Source: an optimization exercise on an open RTL-to-GDS flow (aim: a short achievable clock period and few clock cycles). Production flows keep margins and buffers that such runs may drop.
Function was checked by simulation only, so behaviour that the tests miss may differ from the original.
The clock port is modelled as an ideal driver, which makes a skipped or thinned clock tree look cheaper than it is; a real chip needs a root buffer or a tree.
Power and IR drop assume default switching activity.

==> run a: inputs <==
// console_buffer
module console_buffer (
  input  logic       clk,
  input  logic       rst,
  input  logic       i_char_stb,
  input  logic [7:0] i_char,
  input  logic       i_alt_func_en,
  input  logic [2:0] i_tab_count,
  input  logic       i_clear_screen_stb,
  output logic       o_wr_char_rdy,
  input  logic       i_read_frame_stb,
  input  logic       i_char_req_en,
  output logic       o_char_rdy,
  output logic [7:0] o_char
);
Settings: LEC_CHECK=0, ABC_CLOCK_PERIOD_IN_PS=1500, CAP_MARGIN=20, CORE_MARGIN=2, CORE_UTILIZATION=55, SETUP_SLACK_MARGIN=3.4, SLEW_MARGIN=20, SYNTH_MEMORY_MAX_BITS=4096, TNS_END_PERCENT=100; clock period 5.0 ns.
standard.sh (not shown) runs the stock make flow with config.mk's settings and CLKGATE_MAP_FILE= SYNTH_SCRIPT=/design/flow/synth_recipe.tcl, a recipe that flattens the netlist after the stock synthesis.
==> flow/flow/run.sh <==
#!/bin/bash
# The standard layout, with the clock tree replaced after CTS by a two-level inverter tree (flow/post_cts.tcl).
# make's output goes to standard.log; each ORFS step keeps its own log under orfs/logs.
set -euo pipefail
here=$(pwd)
export POST_CTS_TCL="$here/flow/post_cts.tcl"
bash standard.sh > "$here/standard.log" 2>&1
Other scripts of this flow, unchanged in this note and not shown: flow/flow/post_cts.tcl
==> inputs of run b, as changes to run a <==
==> flow/design.v (replaced) <==
package console_geom_pkg;
  localparam int LINE_WIDTH   = 16;   
  localparam int SCREEN_LINES = 4;    
  localparam int FONT_ROWS    = 2;    
  localparam int BUF_LINES    = 16;
  localparam int COL_BITS     = 4;
  localparam int LINE_BITS    = 4;
  localparam int ADDR_BITS    = 8;    
  localparam int MAX_TAB      = 7;    
  localparam int SLOTS        = SCREEN_LINES;
  typedef logic [LINE_BITS-1:0] line_idx_t;   
  typedef logic [COL_BITS-1:0]  col_idx_t;    
  typedef struct packed {
    line_idx_t line;
    col_idx_t  col;
  } line_col_t;
  typedef union packed {
    logic [ADDR_BITS-1:0] flat;
    line_col_t            lc;
  } buf_addr_u;
endpackage
package console_code_pkg;
  localparam logic [7:0] BS_CODE    = 8'h08;   
  localparam logic [7:0] HT_CODE    = 8'h09;   
  localparam logic [7:0] LF_CODE    = 8'h0A;   
  localparam logic [7:0] CR_CODE    = 8'h0D;   
  localparam logic [7:0] DEL_CODE   = 8'h7F;   
  localparam logic [7:0] CTRL_LIMIT = 8'd32;   
  localparam logic [7:0] BLANK_CHAR = 8'h00;   
  typedef enum logic [2:0] {
    op_print,
    op_backspace,
    op_newline,     
    op_tab
  } write_op_e;
  typedef struct packed {
    write_op_e  op;
    logic [7:0] ch;
  } write_cmd_t;
endpackage
`timescale 1ns/1ns
module char_decoder (
  input  logic       clk,
  input  logic       rst,
  input  logic       i_char_stb,
  input  logic [7:0] i_char,
  input  logic       i_alt_func_en,   
  input  logic [2:0] i_tab_count,
  input  logic       i_clear_screen_stb,
  output logic       o_wr_char_rdy,
  output logic       o_print,         
  output logic       o_bs,
  output logic       o_tab,
  output logic       o_nl,
  output logic [7:0] o_ch,
  output logic [7:0] o_tab_oh,        
  output logic [6:0] o_tab_th,        
  output logic       o_clr            
);
  logic take;
  logic is_ctrl;
  assign o_wr_char_rdy = 1'b1;
  assign take          = i_char_stb;
  assign is_ctrl = (i_char < console_code_pkg::CTRL_LIMIT) || (i_char == console_code_pkg::DEL_CODE);
  logic       ctl_hi;         
  logic [2:0] ctl_lo;         
  assign o_bs  = ctl_hi && ctl_lo[0];
  assign o_tab = ctl_hi && ctl_lo[1];
  assign o_nl  = ctl_hi && ctl_lo[2];
  always_ff @(posedge clk) begin
    o_print   <= take && (i_alt_func_en || !is_ctrl);
    ctl_hi    <= take && !i_alt_func_en && (i_char[7:4] == 4'h0);
    ctl_lo[0] <= (i_char[3:0] == console_code_pkg::BS_CODE[3:0]);
    ctl_lo[1] <= (i_char[3:0] == console_code_pkg::HT_CODE[3:0]);
    ctl_lo[2] <= (i_char[3:0] == console_code_pkg::LF_CODE[3:0]) ||
                 (i_char[3:0] == console_code_pkg::CR_CODE[3:0]);
    o_clr   <= rst || i_clear_screen_stb;
    o_ch    <= i_char;
    for (int k = 0; k < 8; k++) begin
      o_tab_oh[k] <= (i_tab_count == 3'(k));
    end
    for (int k = 0; k < 7; k++) begin
      o_tab_th[k] <= (i_tab_count > 3'(k));
    end
  end
endmodule
`timescale 1ns/1ns
module cursor_writer (
  input  logic        clk,
  input  logic        i_print,
  input  logic        i_bs,
  input  logic        i_tab,
  input  logic        i_nl,
  input  logic [7:0]  i_tab_oh,
  input  logic [6:0]  i_tab_th,
  input  logic        i_clr,
  output logic [3:0]  o_line_oh,    
  output logic [3:0]  o_wrap_oh,    
  output logic [15:0] o_print_col,  
  output logic [15:0] o_blank_col,  
  output logic        o_clr,        
  output logic [7:0]  o_ch,
  output logic [3:0]  o_top_oh,     
  output logic        o_top0_print,  
  output logic        o_top0_kill,   
  input  logic [7:0]  i_ch
);
  localparam int W = console_geom_pkg::LINE_WIDTH;
  localparam int S = console_geom_pkg::SLOTS;
  logic [S-1:0] line_oh;
  logic [W-1:0] col_oh;    
  logic [S-1:0] top_oh;
  logic [1:0]   moves;     
  logic [W-1:0] bs_col;    
  logic [7:0]   shift;     
  logic [6:0]   reach;     
  logic [W-1:0] col_nxt;
  logic [S-1:0] nxt_oh;
  logic         wrap;
  always_comb begin
    shift    = i_tab ? i_tab_oh : 8'(!(i_print || i_bs || i_nl));
    shift[1] = shift[1] | i_print;
    reach    = i_tab ? i_tab_th : '0;
    reach[0] = reach[0] | i_print;
    for (int c = 0; c < W; c++) begin
      bs_col[c] = (c == W - 1) ? 1'b0 : col_oh[c+1];
    end
    bs_col[0] = col_oh[1] | col_oh[0];
    wrap = i_nl;
    for (int k = 0; k < 7; k++) begin
      wrap = wrap | (col_oh[W-1-k] & reach[k]);
    end
    for (int c = 0; c < W; c++) begin
      col_nxt[c] = i_bs & bs_col[c];
      for (int k = 0; k < 8; k++) begin
        if (c - k >= 0) col_nxt[c] = col_nxt[c] | (col_oh[c-k] & shift[k]);
      end
    end
    col_nxt[0] = col_nxt[0] | wrap;
  end
  assign nxt_oh = {line_oh[S-2:0], line_oh[S-1]};
  assign o_top_oh = top_oh;
  always_ff @(posedge clk) begin
    o_clr       <= i_clr;
    o_ch        <= i_ch;
    o_line_oh   <= line_oh;
    o_wrap_oh   <= wrap ? nxt_oh : '0;
    o_print_col <= i_print ? col_oh : '0;
    o_blank_col <= i_bs ? bs_col : '0;
    o_top0_print <= !i_clr && (moves == 2'd0) && i_print && col_oh[0];
    o_top0_kill  <= i_clr || ((moves == 2'd0) && i_bs && bs_col[0]);
  end
  always_ff @(posedge clk) begin
    if (i_clr) begin
      line_oh <= S'(1);
      col_oh  <= W'(1);
      top_oh  <= S'(1);
      moves   <= '0;
    end else begin
      col_oh <= col_nxt;
      if (wrap) begin
        line_oh <= nxt_oh;
        if (moves == 2'd3) begin
          top_oh <= {top_oh[S-2:0], top_oh[S-1]};
        end else begin
          moves <= moves + 2'd1;
        end
      end
    end
  end
endmodule
`timescale 1ns/1ns
module char_ram (
  input  logic         clk,
  input  logic         i_clr,         
  input  logic [3:0]   i_line_oh,
  input  logic [3:0]   i_wrap_oh,     
  input  logic [15:0]  i_print_col,
  input  logic [15:0]  i_blank_col,
  input  logic [7:0]   i_ch,
  input  logic [3:0]   i_rot_oh,      
  output logic [31:0]  o_col0,        
  output logic [31:0]  o_col1         
);
  localparam int W = console_geom_pkg::LINE_WIDTH;
  localparam int S = console_geom_pkg::SLOTS;
  logic [127:0] mem   [S];
  logic [127:0] mem_d [S];
  always_comb begin
    for (int l = 0; l < S; l++) begin
      for (int c = 0; c < W; c++) begin
        if (i_clr || i_wrap_oh[l] || (i_line_oh[l] && i_blank_col[c])) begin
          mem_d[l][8*c +: 8] = console_code_pkg::BLANK_CHAR;
        end else if (i_line_oh[l] && i_print_col[c]) begin
          mem_d[l][8*c +: 8] = i_ch;
        end else if (i_rot_oh[l]) begin
          mem_d[l][8*c +: 8] = mem[l][8*((c+1)%W) +: 8];
        end else begin
          mem_d[l][8*c +: 8] = mem[l][8*c +: 8];
        end
      end
    end
  end
  always_ff @(posedge clk) begin
    for (int l = 0; l < S; l++) begin
      mem[l] <= mem_d[l];
    end
  end
  always_comb begin
    for (int l = 0; l < S; l++) begin
      o_col0[8*l +: 8] = mem[l][7:0];
      o_col1[8*l +: 8] = mem[l][15:8];
    end
  end
endmodule
`timescale 1ns/1ns
module frame_reader (
  input  logic         clk,
  input  logic         rst,
  input  logic         i_read_frame_stb,
  input  logic         i_char_req_en,
  input  logic [3:0]   i_top_oh,     
  input  logic [31:0]  i_col0,
  input  logic [31:0]  i_col1,
  input  logic [7:0]   i_ch,         
  input  logic         i_top0_print,  
  input  logic         i_top0_kill,   
  output logic [3:0]   o_rot_oh,
  output logic         o_char_rdy,
  output logic [7:0]   o_char
);
  localparam int S = console_geom_pkg::SLOTS;
  logic         act;       
  logic         first;     
  logic [7:0]   p;         
  logic         b_end;     
  logic [S-1:0] cur_oh;    
  logic [S-1:0] nxt_oh;
  logic [S-1:0] cur_nxt;
  logic         b_end_nxt;
  logic         adv;       
  logic [S-1:0] sel0;      
  logic [S-1:0] sel1;      
  logic [7:0]   top0, byp, pick;
  assign nxt_oh   = {cur_oh[S-2:0], cur_oh[S-1]};
  assign cur_nxt  = first ? i_top_oh : adv ? nxt_oh : cur_oh;
  assign b_end_nxt = !i_read_frame_stb && (p[4:0] == 5'd31);
  always_comb begin
    top0 = '0;
    pick = '0;
    for (int l = 0; l < S; l++) begin
      top0 = top0 | (i_top_oh[l] ? i_col0[8*l +: 8] : '0);
      pick = pick | (sel0[l] ? i_col0[8*l +: 8] : '0) | (sel1[l] ? i_col1[8*l +: 8] : '0);
    end
    byp = i_top0_print ? i_ch : (i_top0_kill ? 8'h00 : top0);
  end
  always_ff @(posedge clk) begin
    if (rst) begin
      act        <= 1'b0;
      first      <= 1'b0;
      o_char_rdy <= 1'b0;
      adv        <= 1'b0;
      o_rot_oh   <= '0;
    end else begin
      o_char_rdy <= act && i_char_req_en;
      adv        <= act && i_char_req_en && b_end_nxt;
      o_rot_oh   <= (act && i_char_req_en) ? cur_nxt : '0;
      first      <= i_read_frame_stb;
      if (i_read_frame_stb) begin
        act <= 1'b1;
      end else if (act && i_char_req_en && (p == 8'd127)) begin
        act <= 1'b0;
      end
    end
  end
  always_ff @(posedge clk) begin
    if (i_read_frame_stb) begin
      p <= '0;
    end else if (i_char_req_en) begin
      p <= p + 8'd1;
    end
    b_end <= b_end_nxt;
    o_char <= first ? byp : pick;
    if (i_char_req_en) begin
      sel0 <= b_end_nxt ? {cur_nxt[S-2:0], cur_nxt[S-1]} : '0;
      sel1 <= b_end_nxt ? '0 : cur_nxt;
    end else begin
      sel0 <= cur_nxt;
      sel1 <= '0;
    end
    cur_oh <= cur_nxt;
  end
endmodule
`timescale 1ns/1ns
module console_buffer (
  input  logic       clk,
  input  logic       rst,
  input  logic       i_char_stb,
  input  logic [7:0] i_char,
  input  logic       i_alt_func_en,
  input  logic [2:0] i_tab_count,
  input  logic       i_clear_screen_stb,
  output logic       o_wr_char_rdy,
  input  logic       i_read_frame_stb,
  input  logic       i_char_req_en,
  output logic       o_char_rdy,
  output logic [7:0] o_char
);
  logic         print, bs, tab, nl, clr, clr_w;
  logic [7:0]   ch, ch_w;
  logic         top0_print, top0_kill;
  logic [7:0]   tab_oh;
  logic [6:0]   tab_th;
  logic [15:0]  print_col, blank_col;
  logic [3:0]   line_oh, wrap_oh, top_oh, rot_oh;
  logic [31:0]  col0, col1;
  char_decoder u_char_decoder (
    .clk(clk), .rst(rst),
    .i_char_stb(i_char_stb), .i_char(i_char), .i_alt_func_en(i_alt_func_en),
    .i_tab_count(i_tab_count), .i_clear_screen_stb(i_clear_screen_stb),
    .o_wr_char_rdy(o_wr_char_rdy),
    .o_print(print), .o_bs(bs), .o_tab(tab), .o_nl(nl), .o_ch(ch),
    .o_tab_oh(tab_oh), .o_tab_th(tab_th), .o_clr(clr)
  );
  cursor_writer u_cursor_writer (
    .clk(clk),
    .i_print(print), .i_bs(bs), .i_tab(tab), .i_nl(nl),
    .i_tab_oh(tab_oh), .i_tab_th(tab_th), .i_clr(clr),
    .o_line_oh(line_oh), .o_wrap_oh(wrap_oh), .o_print_col(print_col),
    .o_blank_col(blank_col), .o_clr(clr_w), .o_ch(ch_w),
    .o_top_oh(top_oh), .o_top0_print(top0_print), .o_top0_kill(top0_kill), .i_ch(ch)
  );
  char_ram u_char_ram (
    .clk(clk), .i_clr(clr_w),
    .i_line_oh(line_oh), .i_wrap_oh(wrap_oh), .i_print_col(print_col),
    .i_blank_col(blank_col), .i_ch(ch_w),
    .i_rot_oh(rot_oh), .o_col0(col0), .o_col1(col1)
  );
  frame_reader u_frame_reader (
    .clk(clk), .rst(rst),
    .i_read_frame_stb(i_read_frame_stb), .i_char_req_en(i_char_req_en),
    .i_top_oh(top_oh), .i_col0(col0), .i_col1(col1), .i_ch(ch_w), .i_top0_print(top0_print), .i_top0_kill(top0_kill),
    .o_rot_oh(rot_oh), .o_char_rdy(o_char_rdy), .o_char(o_char)
  );
endmodule
==> inputs of run c, as changes to run a <==
--- a/flow/design.v
+++ b/flow/design.v
@@ -55,17 +55,17 @@
   output logic [7:0] o_ch,
   output logic [7:0] o_tab_oh,        
   output logic [6:0] o_tab_th,        
   output logic       o_clr            
 );
   logic take;
   logic is_bs, is_ht, is_nl, is_ctrl;
   assign o_wr_char_rdy = 1'b1;
-  assign take          = i_char_stb && !rst;
+  assign take          = i_char_stb;
   assign is_bs   = (i_char == console_code_pkg::BS_CODE);
   assign is_ht   = (i_char == console_code_pkg::HT_CODE);
   assign is_nl   = (i_char == console_code_pkg::LF_CODE) || (i_char == console_code_pkg::CR_CODE);
   assign is_ctrl = (i_char < console_code_pkg::CTRL_LIMIT) || (i_char == console_code_pkg::DEL_CODE);
   always_ff @(posedge clk) begin
     o_print <= take && (i_alt_func_en || !is_ctrl);
     o_bs    <= take && !i_alt_func_en && is_bs;
     o_tab   <= take && !i_alt_func_en && is_ht;
@@ -92,97 +92,96 @@
   input  logic        i_clr,
   output logic [3:0]  o_line_oh,    
   output logic [3:0]  o_wrap_oh,    
   output logic [15:0] o_print_col,  
   output logic [15:0] o_blank_col,  
   output logic        o_clr,        
   output logic [7:0]  o_ch,
   output logic [3:0]  o_top_oh,     
+  output logic        o_top0_print,  
+  output logic        o_top0_kill,   
   input  logic [7:0]  i_ch
 );
   localparam int W = console_geom_pkg::LINE_WIDTH;
   localparam int S = console_geom_pkg::SLOTS;
   logic [S-1:0] line_oh;
   logic [W-1:0] col_oh;    
   logic [S-1:0] top_oh;
   logic [1:0]   moves;     
-  logic [W-1:0] col_ge;    
-  logic [W-1:0] tab_mask;
-  logic [W-1:0] bs_col;
-  logic [W-1:0] tab_col;   
+  logic [W-1:0] bs_col;    
+  logic [7:0]   shift;     
+  logic [6:0]   reach;     
+  logic [W-1:0] col_nxt;
   logic [S-1:0] nxt_oh;
   logic         wrap;
   always_comb begin
+    shift    = i_tab ? i_tab_oh : 8'(!(i_print || i_bs || i_nl));
+    shift[1] = shift[1] | i_print;
+    reach    = i_tab ? i_tab_th : '0;
+    reach[0] = reach[0] | i_print;
     for (int c = 0; c < W; c++) begin
-      col_ge[c]   = (c == 0) ? col_oh[0] : (col_ge[c-1] | col_oh[c]);
-      tab_mask[c] = 1'b0;
-      tab_col[c]  = 1'b0;
-      for (int k = 0; k < 7; k++) begin
-        if (c - k >= 0) tab_mask[c] = tab_mask[c] | (col_oh[c-k] & i_tab_th[k]);
-      end
-      for (int k = 0; k < 8; k++) begin
-        if (c - k >= 0) tab_col[c] = tab_col[c] | (col_oh[c-k] & i_tab_oh[k]);
-      end
       bs_col[c] = (c == W - 1) ? 1'b0 : col_oh[c+1];
     end
     bs_col[0] = col_oh[1] | col_oh[0];
+    wrap = i_nl;
+    for (int k = 0; k < 7; k++) begin
+      wrap = wrap | (col_oh[W-1-k] & reach[k]);
+    end
+    for (int c = 0; c < W; c++) begin
+      col_nxt[c] = i_bs & bs_col[c];
+      for (int k = 0; k < 8; k++) begin
+        if (c - k >= 0) col_nxt[c] = col_nxt[c] | (col_oh[c-k] & shift[k]);
+      end
+    end
+    col_nxt[0] = col_nxt[0] | wrap;
   end
-  assign wrap   = (i_print && col_oh[W-1]) || (i_tab && tab_mask[W-1]) || i_nl;
   assign nxt_oh = {line_oh[S-2:0], line_oh[S-1]};
   assign o_top_oh = top_oh;
   always_ff @(posedge clk) begin
     o_clr       <= i_clr;
     o_ch        <= i_ch;
     o_line_oh   <= line_oh;
     o_wrap_oh   <= wrap ? nxt_oh : '0;
     o_print_col <= i_print ? col_oh : '0;
-    o_blank_col <= (i_bs  ? bs_col   : '0) |
-                   (i_tab ? tab_mask : '0) |
-                   (i_nl  ? col_ge   : '0);
+    o_blank_col <= i_bs ? bs_col : '0;
+    o_top0_print <= !i_clr && (moves == 2'd0) && i_print && col_oh[0];
+    o_top0_kill  <= i_clr || ((moves == 2'd0) && i_bs && bs_col[0]);
   end
   always_ff @(posedge clk) begin
     if (i_clr) begin
       line_oh <= S'(1);
       col_oh  <= W'(1);
       top_oh  <= S'(1);
       moves   <= '0;
     end else begin
+      col_oh <= col_nxt;
       if (wrap) begin
         line_oh <= nxt_oh;
-        col_oh  <= W'(1);
         if (moves == 2'd3) begin
           top_oh <= {top_oh[S-2:0], top_oh[S-1]};
         end else begin
           moves <= moves + 2'd1;
         end
-      end else if (i_print) begin
-        col_oh <= {col_oh[W-2:0], 1'b0};
-      end else if (i_bs) begin
-        col_oh <= bs_col;
-      end else if (i_tab) begin
-        col_oh <= tab_col;
       end
     end
   end
 endmodule
 `timescale 1ns/1ns
 module char_ram (
   input  logic         clk,
   input  logic         i_clr,         
   input  logic [3:0]   i_line_oh,
   input  logic [3:0]   i_wrap_oh,     
   input  logic [15:0]  i_print_col,
   input  logic [15:0]  i_blank_col,
   input  logic [7:0]   i_ch,
   input  logic [3:0]   i_rot_oh,      
   output logic [31:0]  o_col0,        
-  output logic [31:0]  o_col1,        
-  input  logic [3:0]   i_byp_oh,
-  output logic [7:0]   o_byp          
+  output logic [31:0]  o_col1         
 );
   localparam int W = console_geom_pkg::LINE_WIDTH;
   localparam int S = console_geom_pkg::SLOTS;
   logic [127:0] mem   [S];
   logic [127:0] mem_d [S];
   always_comb begin
     for (int l = 0; l < S; l++) begin
       for (int c = 0; c < W; c++) begin
@@ -199,59 +198,61 @@
     end
   end
   always_ff @(posedge clk) begin
     for (int l = 0; l < S; l++) begin
       mem[l] <= mem_d[l];
     end
   end
   always_comb begin
-    o_byp = '0;
     for (int l = 0; l < S; l++) begin
       o_col0[8*l +: 8] = mem[l][7:0];
       o_col1[8*l +: 8] = mem[l][15:8];
-      o_byp = o_byp | (i_byp_oh[l] ? mem_d[l][7:0] : '0);
     end
   end
 endmodule
 `timescale 1ns/1ns
 module frame_reader (
   input  logic         clk,
   input  logic         rst,
   input  logic         i_read_frame_stb,
   input  logic         i_char_req_en,
   input  logic [3:0]   i_top_oh,     
   input  logic [31:0]  i_col0,
   input  logic [31:0]  i_col1,
-  input  logic [7:0]   i_byp,        
+  input  logic [7:0]   i_ch,         
+  input  logic         i_top0_print,  
+  input  logic         i_top0_kill,   
   output logic [3:0]   o_rot_oh,
   output logic         o_char_rdy,
   output logic [7:0]   o_char
 );
   localparam int S = console_geom_pkg::SLOTS;
   logic         act;       
   logic         first;     
-  logic         req_q;     
   logic [7:0]   p;         
   logic         b_end;     
   logic [S-1:0] cur_oh;    
   logic [S-1:0] nxt_oh;
   logic [S-1:0] cur_nxt;
-  logic [7:0]   cur0, cur1, nxt0;
+  logic         b_end_nxt;
+  logic [S-1:0] sel0;      
+  logic [S-1:0] sel1;      
+  logic [7:0]   top0, byp, pick;
   assign nxt_oh   = {cur_oh[S-2:0], cur_oh[S-1]};
   assign cur_nxt  = first ? i_top_oh : (o_char_rdy && b_end) ? nxt_oh : cur_oh;
+  assign b_end_nxt = !i_read_frame_stb && (p[4:0] == 5'd31);
   always_comb begin
-    cur0 = '0;
-    cur1 = '0;
-    nxt0 = '0;
+    top0 = '0;
+    pick = '0;
     for (int l = 0; l < S; l++) begin
-      cur0 = cur0 | (cur_oh[l] ? i_col0[8*l +: 8] : '0);
-      cur1 = cur1 | (cur_oh[l] ? i_col1[8*l +: 8] : '0);
-      nxt0 = nxt0 | (nxt_oh[l] ? i_col0[8*l +: 8] : '0);
+      top0 = top0 | (i_top_oh[l] ? i_col0[8*l +: 8] : '0);
+      pick = pick | (sel0[l] ? i_col0[8*l +: 8] : '0) | (sel1[l] ? i_col1[8*l +: 8] : '0);
     end
+    byp = i_top0_print ? i_ch : (i_top0_kill ? 8'h00 : top0);
   end
   always_ff @(posedge clk) begin
     if (rst) begin
       act        <= 1'b0;
       first      <= 1'b0;
       o_char_rdy <= 1'b0;
       o_rot_oh   <= '0;
     end else begin
@@ -261,29 +262,29 @@
       if (i_read_frame_stb) begin
         act <= 1'b1;
       end else if (act && i_char_req_en && (p == 8'd127)) begin
         act <= 1'b0;
       end
     end
   end
   always_ff @(posedge clk) begin
-    req_q <= i_char_req_en;
     if (i_read_frame_stb) begin
       p <= '0;
     end else if (i_char_req_en) begin
       p <= p + 8'd1;
     end
-    b_end <= !i_read_frame_stb && (p[4:0] == 5'd31);
-    if (first) begin
-      o_char <= i_byp;
-    end else if (req_q) begin
-      o_char <= b_end ? nxt0 : cur1;
+    b_end <= b_end_nxt;
+    o_char <= first ? byp : pick;
+    if (i_char_req_en) begin
+      sel0 <= b_end_nxt ? {cur_nxt[S-2:0], cur_nxt[S-1]} : '0;
+      sel1 <= b_end_nxt ? '0 : cur_nxt;
     end else begin
-      o_char <= cur0;
+      sel0 <= cur_nxt;
+      sel1 <= '0;
     end
     cur_oh <= cur_nxt;
   end
 endmodule
 `timescale 1ns/1ns
 module console_buffer (
   input  logic       clk,
   input  logic       rst,
@@ -294,17 +295,18 @@
   input  logic       i_clear_screen_stb,
   output logic       o_wr_char_rdy,
   input  logic       i_read_frame_stb,
   input  logic       i_char_req_en,
   output logic       o_char_rdy,
   output logic [7:0] o_char
 );
   logic         print, bs, tab, nl, clr, clr_w;
-  logic [7:0]   ch, ch_w, byp;
+  logic [7:0]   ch, ch_w;
+  logic         top0_print, top0_kill;
   logic [7:0]   tab_oh;
   logic [6:0]   tab_th;
   logic [15:0]  print_col, blank_col;
   logic [3:0]   line_oh, wrap_oh, top_oh, rot_oh;
   logic [31:0]  col0, col1;
   char_decoder u_char_decoder (
     .clk(clk), .rst(rst),
     .i_char_stb(i_char_stb), .i_char(i_char), .i_alt_func_en(i_alt_func_en),
@@ -314,23 +316,23 @@
     .o_tab_oh(tab_oh), .o_tab_th(tab_th), .o_clr(clr)
   );
   cursor_writer u_cursor_writer (
     .clk(clk),
     .i_print(print), .i_bs(bs), .i_tab(tab), .i_nl(nl),
     .i_tab_oh(tab_oh), .i_tab_th(tab_th), .i_clr(clr),
     .o_line_oh(line_oh), .o_wrap_oh(wrap_oh), .o_print_col(print_col),
     .o_blank_col(blank_col), .o_clr(clr_w), .o_ch(ch_w),
-    .o_top_oh(top_oh), .i_ch(ch)
+    .o_top_oh(top_oh), .o_top0_print(top0_print), .o_top0_kill(top0_kill), .i_ch(ch)
   );
   char_ram u_char_ram (
     .clk(clk), .i_clr(clr_w),
     .i_line_oh(line_oh), .i_wrap_oh(wrap_oh), .i_print_col(print_col),
     .i_blank_col(blank_col), .i_ch(ch_w),
-    .i_rot_oh(rot_oh), .o_col0(col0), .o_col1(col1), .i_byp_oh(top_oh), .o_byp(byp)
+    .i_rot_oh(rot_oh), .o_col0(col0), .o_col1(col1)
   );
   frame_reader u_frame_reader (
     .clk(clk), .rst(rst),
     .i_read_frame_stb(i_read_frame_stb), .i_char_req_en(i_char_req_en),
-    .i_top_oh(top_oh), .i_col0(col0), .i_col1(col1), .i_byp(byp),
+    .i_top_oh(top_oh), .i_col0(col0), .i_col1(col1), .i_ch(ch_w), .i_top0_print(top0_print), .i_top0_kill(top0_kill),
     .o_rot_oh(rot_oh), .o_char_rdy(o_char_rdy), .o_char(o_char)
   );
 endmodule
==> comparison table <==
| metric | run c | run a | run b |
|---|---|---|---|
| Run status | finished clean | finished clean | finished clean |
| Average vias per placed instance | 6.30 | 6.54 | 6.33 |
| Arrival time of data at the critical path endpoint | 0.70 ns | 2.07 ns | 1.78 ns |
| Wire length on met3 | 6520 µm | 7970 µm | 6170 µm |
| Compound-Gate Fraction of Synth Area | 18.3% | 20.2% | 18.3% |
| Area of all placed cells without fillers | 0.0301 mm² | 0.0326 mm² | 0.0298 mm² |
| Global Route Usage Sum | 32.3% | 35.3% | 31.1% |
| Number of filler cells placed in the layout | 4260 | 4296 | 4253 |
| Weighted congestion reported at the end of routability-driven placement | 0.928 | 0.942 | 0.926 |
| Maximum clock rate | 0.588 GHz | 0.520 GHz | 0.595 GHz |
| Grt met2 use | 50.6% | 54.1% | 47.7% |
| Power per unit of standard cell area | 261 mW/mm² | 242 mW/mm² | 261 mW/mm² |
| Met1 Wirelength | 40200 µm | 41800 µm | 38800 µm |
| Worst r2r dst | u_frame_reader.sel0[0] | u_cursor_writer.o_blank_col[10] | u_char_ram.mem[3][40] |
| Number of non-clock inverters | 35 | 39 | 37 |
| Total area of sequential cells | 0.0132 mm² | 0.0131 mm² | 0.0132 mm² |
| Multi-input gates | 2061 | 2211 | 2066 |
Testbench counts of run a, summed over its fixed seeds: cycles 30,826.
Testbench counts of run b, summed over its fixed seeds: cycles 30,826.
Testbench counts of run c, summed over its fixed seeds: cycles 30,826.
In every run of this note, the design's own scripts or RTL, not TritonCTS, make the clock network.

==> port drivers added, routing unchanged <==
The results above use ideal ports. As a check the final layouts listed here were re-extracted and re-timed, cells and wires unchanged.
Step 1 sets driving cells, clkbuf_16 on the clock port and buf_2 on the other inputs (assumed; they add their load-dependent delay and slew).
Step 2, shift: input delay + t, output delay - t, t = (earliest + latest rising clock arrival at the registers) / 2. This alone moves slack from input paths to output paths.
Slacks: ideal ports / drivers / drivers and shift; pairs: ideal ports / drivers.
| run | t (ns) | setup WS [ns] | worst register clock-pin slew, ns | worst data-port slew with drivers (ns) | pins driven straight from the clock port |
|---|---|---|---|---|---|
| run a | 0.506 | 3.076 / 3.028 / 2.841 | 0.11 / 0.11 | 0.06 | 4 |
| run b | 0.494 | 3.318 / 3.061 / 3.116 | 0.10 / 0.11 | 0.08 | 4 |
| run c | 0.502 | 3.299 / 3.034 / 3.014 | 0.11 / 0.11 | 0.06 | 4 |
After both steps every run listed still meets setup and hold. The setup slack of run c, which loses most, moves by -0.265 ns with the drivers and by -0.285 ns with both steps.
